What follows belongs to an exercise in optimizing a design on an open flow for small area, a short achievable clock period and few clock cycles; a production flow would make more cautious choices. Function was checked by simulation only, so behaviour that the tests miss may differ from the original. Power figures rest on the tool's default switching activity, not on a simulated workload.

== run 1 ==
==> flow/design.v <==
package cfu_mac_pkg;
  typedef enum logic [2:0] {
    OP_NOP  = 3'd0,
    OP_MAC  = 3'd1,
    OP_MACU = 3'd2,
    OP_RDL  = 3'd3,
    OP_RDH  = 3'd4,
    OP_CLR  = 3'd5,
    OP_WR   = 3'd6,
    OP_RSVD = 3'd7
  } op_e;
  typedef enum logic [1:0] {
    StIdle,
    StBusy,
    StDone
  } state_e;
  localparam int unsigned CtrlOpLsb  = 0;
  localparam int unsigned CtrlOpW    = 3;
  localparam int unsigned CtrlIdxLsb = 3;
  localparam int unsigned CtrlIdxW   = 5;
endpackage
module cfu_mac_mul_iter (
  input  logic [63:0] ws_i,      
  input  logic [3:0]  one_i,     
  input  logic [3:0]  two_i,     
  input  logic [3:0]  neg_i,     
  input  logic        e4_i,      
  input  logic [1:0]  k_i,       
  output logic [4:0][63:0] row_o
);
  for (genvar j = 0; j < 4; j++) begin : g_row
    logic [63:0] m, lo_ok, hi_ok, top, cst, nin;
    always_comb begin
      for (int i = 0; i < 64; i++) begin
        m[i]     = (one_i[j] && (i >= 2 * j) && ws_i[(i >= 2 * j) ? i - 2 * j : 0]) ||
                   (two_i[j] && (i >= 2 * j + 1) && ws_i[(i >= 2 * j + 1) ? i - 2 * j - 1 : 0]);
        lo_ok[i] = (i >= 2 * j + 8 * k_i);
        hi_ok[i] = (i <= 2 * j + 8 * k_i + ((j == 0) ? 35 : 33));
        top[i]   = (i == 2 * j + 8 * k_i + ((j == 0) ? 35 : 33));
        cst[i]   = 1'b0;
        if (j == 0) begin
          cst[i] = (i == 8 * k_i + 36) || (i == 8 * k_i + 38) || (i >= 8 * k_i + 41);
        end
        nin[i]   = 1'b0;
        if (j != 0) nin[i] = (i == 2 * j - 2 + 8 * k_i) && neg_i[j-1];
      end
    end
    assign row_o[j] = (lo_ok & hi_ok & ({64{neg_i[j]}} ^ m ^ top)) | cst | nin;
  end
  logic [63:0] m4, lo4, hi4, top4, nin4;
  always_comb begin
    for (int i = 0; i < 64; i++) begin
      m4[i]   = e4_i && (i >= 8) && ws_i[(i >= 8) ? i - 8 : 0];
      lo4[i]  = (i >= 8 + 8 * k_i);
      hi4[i]  = (i <= 40 + 8 * k_i);
      top4[i] = (i == 40 + 8 * k_i);
      nin4[i] = (i == 6 + 8 * k_i) && neg_i[3];
    end
  end
  assign row_o[4] = (lo4 & hi4 & (m4 ^ top4)) | nin4;
endmodule
module cfu_mac #(
  parameter int unsigned XLEN    = 32,
  parameter int unsigned NUM_ACC = 4,
  parameter int unsigned MUL_BPC = 4,
  parameter int unsigned CTRL_W  = 8
) (
  input  logic              clk_i,
  input  logic              rst_ni,
  input  logic              stall_i,
  input  logic              valid_i,
  input  logic [CTRL_W-1:0] cfu_ctrl_i,
  input  logic [XLEN-1:0]   src1_i,
  input  logic [XLEN-1:0]   src2_i,
  output logic              stall_o,
  output logic [XLEN-1:0]   rslt_o
);
  logic [2:0]  op;
  logic [1:0]  idx;
  logic        is_mac, sgn, is_wr, is_clr, is_rdh;
  logic [31:0] a, b;
  assign op     = cfu_ctrl_i[2:0];
  assign idx    = cfu_ctrl_i[4:3];
  assign a      = src1_i;
  assign b      = src2_i;
  assign is_mac = (op == cfu_mac_pkg::OP_MAC) || (op == cfu_mac_pkg::OP_MACU);
  assign sgn    = (op == cfu_mac_pkg::OP_MAC);
  assign is_wr  = (op == cfu_mac_pkg::OP_WR);
  assign is_clr = (op == cfu_mac_pkg::OP_CLR);
  assign is_rdh = (op == cfu_mac_pkg::OP_RDH);
  logic [3:0] fits_a, fits_b, need;
  assign fits_a[0] = 1'b0;
  assign fits_b[0] = 1'b0;
  for (genvar c = 1; c < 4; c++) begin : g_fit
    assign fits_a[c] = sgn ? ((&a[31:c*8-1]) || !(|a[31:c*8-1])) : !(|a[31:c*8]);
    assign fits_b[c] = sgn ? ((&b[31:c*8-1]) || !(|b[31:c*8-1])) : !(|b[31:c*8]);
  end
  logic       use_a;   
  logic [1:0] k_q;     
  logic       more;    
  logic       ph_q;    
  logic       pl_q;    
  logic a8, b8, a16, b16;
  assign a8    = (&a[15:8]) || !(|a[15:8]);
  assign b8    = (&b[15:8]) || !(|b[15:8]);
  assign a16   = (&a[23:16]) || !(|a[23:16]);
  assign b16   = (&b[23:16]) || !(|b[23:16]);
  assign use_a = (a8 && !b8) || (!b8 && a16 && !b16);
  assign need = use_a ? ~fits_a : ~fits_b;
  always_comb begin
    case (k_q)
      2'd0:    more = need[1];
      2'd1:    more = need[2];
      2'd2:    more = need[3];
      default: more = 1'b0;
    endcase
  end
  logic [7:0] ach, bch;
  logic [3:0] one_a, two_a, neg_a, one_b, two_b, neg_b;
  logic [3:0] one, two, neg;
  logic       e4;
  assign ach = a[k_q*8 +: 8];
  assign bch = b[k_q*8 +: 8];
  function automatic logic [11:0] booth(input logic [7:0] c);
    logic [8:0]  x;
    logic [2:0]  t;
    logic [11:0] r;
    x = {c, 1'b0};
    for (int j = 0; j < 4; j++) begin
      t = x[2*j +: 3];
      r[j]     = t[1] ^ t[0];
      r[4 + j] = (t == 3'b100) || (t == 3'b011);
      r[8 + j] = t[2];
    end
    booth = r;
  endfunction
  assign {neg_a, two_a, one_a} = booth(ach);
  assign {neg_b, two_b, one_b} = booth(bch);
  logic dig_en;
  assign dig_en = is_mac && !(ph_q && pl_q);
  assign one = dig_en ? (use_a ? one_a : one_b) : 4'b0;
  assign two = dig_en ? (use_a ? two_a : two_b) : 4'b0;
  assign neg = dig_en ? (use_a ? neg_a : neg_b) : 4'b0;
  assign e4  = dig_en && (use_a ? ach[7] : bch[7]) && !(sgn && !more);
  logic [63:0] ws_a, ws_b, ws;
  assign ws_a = {{32{sgn && a[31]}}, a} << (8 * k_q);
  assign ws_b = {{32{sgn && b[31]}}, b} << (8 * k_q);
  assign ws   = use_a ? ws_b : ws_a;
  logic [4:0][63:0] row;
  cfu_mac_mul_iter u_mul (
    .ws_i  (ws),
    .one_i (one),
    .two_i (two),
    .neg_i (neg),
    .e4_i  (e4),
    .k_i   (k_q),
    .row_o (row)
  );
  logic [63:0]        acc_q [NUM_ACC];
  logic [NUM_ACC-1:0] z_q;
  logic [63:0]        acc_rd, xrow, sum;
  logic [63:0]        pa_q, pb_q, pc_q;
  always_comb begin
    acc_rd = '0;
    for (int i = 0; i < NUM_ACC; i++) begin
      if (idx == 2'(i) && !z_q[i]) acc_rd = acc_rd | acc_q[i];
    end
  end
  function automatic logic [127:0] csa(input logic [63:0] x, input logic [63:0] y,
                                       input logic [63:0] z);
    logic [63:0]  s, c;
    logic [127:0] r;
    s = x ^ y ^ z;
    c = ((x & y) | (x & z) | (y & z)) << 1;
    r = {c, s};
    csa = r;
  endfunction
  logic [63:0] s4, c4;
  assign {c4, s4} = csa(pa_q, pb_q, pc_q);
  assign sum  = s4 + c4;
  assign xrow = ph_q ? sum : (is_wr ? {b, a} : acc_rd);
  logic [63:0] s1, c1, s2, c2, s3, c3;
  assign {c1, s1} = csa(row[0], row[1], row[2]);
  assign {c2, s2} = csa(row[3], row[4], xrow);
  assign {c3, s3} = csa(s1, c1, s2);
  always_ff @(posedge clk_i) begin
    pa_q <= s3;
    pb_q <= c3;
    pc_q <= c2;
  end
  logic done, slow;
  assign slow    = is_mac || is_wr;
  assign done    = ph_q && pl_q;
  assign stall_o = slow && !done;
  always_comb begin
    if (ph_q && is_mac) begin
      rslt_o = sum[31:0];
    end else if (op == cfu_mac_pkg::OP_RDL || is_clr) begin
      rslt_o = acc_rd[31:0];
    end else if (is_rdh) begin
      rslt_o = acc_rd[63:32];
    end else begin
      rslt_o = '0;
    end
  end
  logic        wr_any, clr_any;
  logic [63:0] wdata;
  assign wr_any  = valid_i && !stall_i && slow && done;
  assign clr_any = valid_i && !stall_i && is_clr;
  assign wdata   = sum;
  for (genvar i = 0; i < NUM_ACC; i++) begin : g_acc
    always_ff @(posedge clk_i) begin
      if (wr_any && idx == 2'(i)) acc_q[i] <= wdata;
    end
    always_ff @(posedge clk_i or negedge rst_ni) begin
      if (!rst_ni) begin
        z_q[i] <= 1'b1;
      end else if (wr_any && idx == 2'(i)) begin
        z_q[i] <= 1'b0;
      end else if (clr_any && idx == 2'(i)) begin
        z_q[i] <= 1'b1;
      end
    end
  end
  always_ff @(posedge clk_i or negedge rst_ni) begin
    if (!rst_ni) begin
      ph_q <= 1'b0;
      pl_q <= 1'b0;
      k_q  <= '0;
    end else if (valid_i && slow && !done) begin
      ph_q <= 1'b1;
      pl_q <= !(more && is_mac);
      if (more && is_mac) k_q <= k_q + 2'd1;
    end else if (!stall_i) begin
      ph_q <= 1'b0;
      pl_q <= 1'b0;
      k_q  <= '0;
    end
  end
endmodule
==> flow/config.mk <==
export PLATFORM = sky130hd
export DESIGN_NAME = cfu_mac
export DESIGN_NICKNAME = cfu_mac
export VERILOG_FILES = /design/flow/design.v
export SDC_FILE = /design/flow/constraint.sdc
export NUM_CORES = 4
export LEC_CHECK = 0
export CAP_MARGIN = 30
export CORE_MARGIN = 2
export CORE_UTILIZATION = 40
export SETUP_SLACK_MARGIN = 4
export SLEW_MARGIN = 30
==> flow/constraint.sdc <==
create_clock -name core_clock -period 10.0 [get_ports {clk_i}]
set_input_delay 2.0000 -clock core_clock [delete_from_list [all_inputs] [get_ports {clk_i}]]
set_output_delay 2.0000 -clock core_clock [all_outputs]
set_load 0.01 [all_outputs]
run.sh (not shown) runs the stock make flow with config.mk's settings and CLKGATE_MAP_FILE= SYNTH_SCRIPT=/design/flow/synth_recipe.tcl, a recipe that flattens the netlist after the stock synthesis.
Testbench counts of run 1, summed over its fixed seeds: cycles 9,696.
[inputs] run 2 vs run 1
# run 1
export LEC_CHECK = 0
export CAP_MARGIN = 30
export CORE_MARGIN = 2
export CORE_UTILIZATION = 40
export SETUP_SLACK_MARGIN = 4
export SLEW_MARGIN = 30
create_clock -name core_clock -period 10.0 [get_ports {clk_i}]
# run 2
export LEC_CHECK = 0
export CAP_MARGIN = 30
export CORE_MARGIN = 2
export CORE_UTILIZATION = 60
export CTS_BUF_LIST = sky130_fd_sc_hd__clkbuf_4 sky130_fd_sc_hd__clkbuf_8
export CTS_CLUSTER_SIZE = 30
export PLACE_DENSITY = 0.7
export SETUP_SLACK_MARGIN = 4
export SLEW_MARGIN = 30
create_clock -name core_clock -period 10.0 [get_ports {clk_i}]
### Flow results
Run 2: PASS, flow complete, no timing, DRC or antenna violations
The transition time at the pin with the least slew margin reported for run 2 is greater than that of run 1 by 0.30 ns.
Run 1 leaves more setup margin than run 2.
Run comparison: run 2 slowest stage cell on the critical path mux2i_2; run 1 slowest stage cell on the critical path clkdlybuf4s15_1
Going from run 1 to run 2, clock latency reported for the late side of the worst-skew pair climbed 0.09 ns; synthesis-to-finish area growth has decreased; horizontal die dimension now sits lower; worst setup slack after placement has decreased.
Modified inputs, run 3 compared to run 2
# run 2
export LEC_CHECK = 0
export CAP_MARGIN = 30
export CORE_MARGIN = 2
export CORE_UTILIZATION = 60
export CTS_BUF_LIST = sky130_fd_sc_hd__clkbuf_4 sky130_fd_sc_hd__clkbuf_8
export CTS_CLUSTER_SIZE = 30
export PLACE_DENSITY = 0.7
export SETUP_SLACK_MARGIN = 4
export SLEW_MARGIN = 30
create_clock -name core_clock -period 10.0 [get_ports {clk_i}]
# run 3
export LEC_CHECK = 0
export CAP_MARGIN = 30
export CORE_MARGIN = 2
export CORE_UTILIZATION = 40
export SETUP_SLACK_MARGIN = 4
export SLEW_MARGIN = 30
create_clock -name core_clock -period 10.0 [get_ports {clk_i}]
==> flow/flow/run.sh (new file) <==
#!/bin/bash
# Standard layout, except that after global placement the port buffers that
# buffer_ports inserted (delay cells) are swapped for plain buffers, which the
# later repair steps can then size. Each tool's output goes to its own log here.
set -euo pipefail
R="$PWD/orfs/results/$FLOW_PLATFORM/cfu_mac/base"
bash standard.sh "$R/3_3_place_gp.odb" > standard_to_place_gp.log 2>&1
RESULTS="$R" openroad -no_init -exit flow/fix_ports.tcl > fix_ports.log 2>&1
bash standard.sh > standard_finish.log 2>&1
==> flow/flow/fix_ports.tcl (new file) <==
# Swap the delay-cell port buffers for plain buffers of the same function.
read_liberty $::env(FLOW_HOME)/platforms/sky130hd/lib/sky130_fd_sc_hd__tt_025C_1v80.lib
read_db $::env(RESULTS)/3_3_place_gp.odb
set n 0
foreach inst [get_cells {input* output*}] {
  set master [get_property [get_lib_cells -of_objects $inst] name]
  if {[string match "sky130_fd_sc_hd__clkdlybuf*" $master]} {
    replace_cell $inst sky130_fd_sc_hd__buf_4
    incr n
  }
}
puts "replaced $n port buffers"
write_db $::env(RESULTS)/3_3_place_gp.odb
==> flow/standard.sh (new file) <==
#!/bin/bash
# synth_recipe.tcl (not shown) runs the flow's synth.tcl, then flattens the netlist and writes it again
# the make line also repeats each setting of config.mk as NAME=value (left out here)
make -C /OpenROAD-flow-scripts/flow DESIGN_CONFIG=/design/flow/config.mk WORK_HOME=/design/flow/orfs CLKGATE_MAP_FILE= SYNTH_SCRIPT=/design/flow/synth_recipe.tcl "${@:-finish}"
removed: flow/run.sh
## What came out
In run 3, the wire length on met3 came out about 24% below the value in run 2.
| area fraction of clock buffers and clock inverters | run 2 vs run 3 | ≈ equal |
Looking at slack of the critical path, run 3 sits 0.086 ns above run 2.
When run 3 is set beside run 2, its overall power of the completed layout turns out to be 0.65 mW smaller.
Run 3 vs. run 2: count of placed standard cells in the final layout, fillers left out +281, global-route usage -16 points.

== job 6444 ==
RTL: the design.v shown in full above, as it stands there.
export LEC_CHECK = 0
export CAP_MARGIN = 30
export CORE_MARGIN = 2
export CORE_UTILIZATION = 40
export SETUP_SLACK_MARGIN = 3.5
export SLEW_MARGIN = 30
create_clock -name core_clock -period 10.0 [get_ports {clk_i}]
Stock flow here: none of the scripts above is used.
In summary, job 6444 completed successfully, with a layout that passed the timing, DRC and antenna checks.
Testbench counts of job 6444, summed over its fixed seeds: cycles 9,696.
Here is what was changed in the inputs of job 8104 compared with job 6444.
- SETUP_SLACK_MARGIN: 3.5 -> 4
- ABC_AREA: unset -> 1
- Multiplexer share of the synthesized area, job 8104 and job 6444: larger value in job 6444
- Job 8104: number of global-route vias before repair is 6,007 higher than what job 6444 reported.
- From job 6444 to job 8104 the numbers moved as follows: hold slack -0.034 ns; number of nets in the layout +1,497; total clock buffers created by CTS +6.3%; pre-CTS setup slack -0.064 ns; peak ir drop on the vdd network -9.3%.
- Job 8104 vs. job 6444: layout multi-input combinational cell count now sits higher; setup slack higher.
> inputs changed (job 8104 -> job 8152)
- removing ABC_AREA (formerly 1)
- changing SETUP_SLACK_MARGIN from 4 to 4.5
==> flow/flow/run.sh (new file) <==
#!/bin/bash
# Standard layout, except that after global placement the port buffers that
# buffer_ports inserted (delay cells) are swapped for plain buffers, which the
# later repair steps can then size. Each tool's output goes to its own log here.
set -euo pipefail
R="$PWD/orfs/results/$FLOW_PLATFORM/cfu_mac/base"
bash standard.sh "$R/3_3_place_gp.odb" > standard_to_place_gp.log 2>&1
RESULTS="$R" openroad -no_init -exit flow/fix_ports.tcl > fix_ports.log 2>&1
bash standard.sh > standard_finish.log 2>&1
==> flow/flow/fix_ports.tcl (new file) <==
# Swap the delay-cell port buffers for plain buffers of the same function.
read_liberty $::env(FLOW_HOME)/platforms/sky130hd/lib/sky130_fd_sc_hd__tt_025C_1v80.lib
read_db $::env(RESULTS)/3_3_place_gp.odb
set n 0
foreach inst [get_cells {input* output*}] {
  set master [get_property [get_lib_cells -of_objects $inst] name]
  if {[string match "sky130_fd_sc_hd__clkdlybuf*" $master]} {
    replace_cell $inst sky130_fd_sc_hd__buf_4
    incr n
  }
}
puts "replaced $n port buffers"
write_db $::env(RESULTS)/3_3_place_gp.odb
==> flow/standard.sh (new file) <==
#!/bin/bash
# synth_recipe.tcl (not shown) runs the flow's synth.tcl, then flattens the netlist and writes it again
# the make line also repeats each setting of config.mk as NAME=value (left out here)
make -C /OpenROAD-flow-scripts/flow DESIGN_CONFIG=/design/flow/config.mk WORK_HOME=/design/flow/orfs CLKGATE_MAP_FILE= SYNTH_SCRIPT=/design/flow/synth_recipe.tcl "${@:-finish}"
removed: flow/run.sh
Results
- Job 8152 ended up with a lower total standard cell area after synthesis than job 8104 did.
- Compare job 8152 and job 8104 | overall power after layout higher: job 8104
- Looking at job 8152 and job 8104, the clock-pin slew on the worst setup and hold paths is a wash.
- Job 8152 vs job 8104, maximum fanout encountered on the critical timing path went down by 6.
- Job 8152 against job 8104: utilization grew by 8.9 points, number of global-route vias before repair dropped 3,513.

==> afterwards: timing with drivers on the ports <==
The results above use ideal ports. As a check the final layouts listed here were re-extracted and re-timed, cells and wires unchanged.
Step 1 assumes that a clkbuf_16 drives the clock port and a buf_2 every other input.
Step 2 moves the port delays by t, midway between the first and last clock arrival at a register: inputs arrive t later, outputs are due t later. That takes back most of the time a late clock gives input paths.
Slacks: no drivers / after step 1 / after step 2; pairs: no drivers / after step 1.
| run | t, ns | setup WS [ns] | hold WS [ns] |
|---|---|---|---|
| run 1 | 0.678 | 3.940 / 3.941 / 3.295 | 0.560 / 0.560 / 0.560 |
| run 2 | 0.760 | 3.869 / 3.870 / 3.145 | 0.580 / 0.580 / 0.580 |
| run 3 | 0.678 | 3.955 / 3.912 / 3.420 | 0.557 / 0.557 / 0.557 |
| job 6444 | 0.690 | 3.314 / 3.280 / 2.760 | 0.561 / 0.561 / 0.561 |
| job 8104 | 0.681 | 3.995 / 3.976 / 3.395 | 0.527 / 0.527 / 0.527 |
| job 8152 | 0.692 | 4.062 / 3.987 / 3.640 | 0.569 / 0.569 / 0.569 |
After both steps setup and hold are still met in every run listed. For run 2, which loses most, drivers alone change the setup slack by +0.001 ns; drivers and shift together by -0.724 ns.
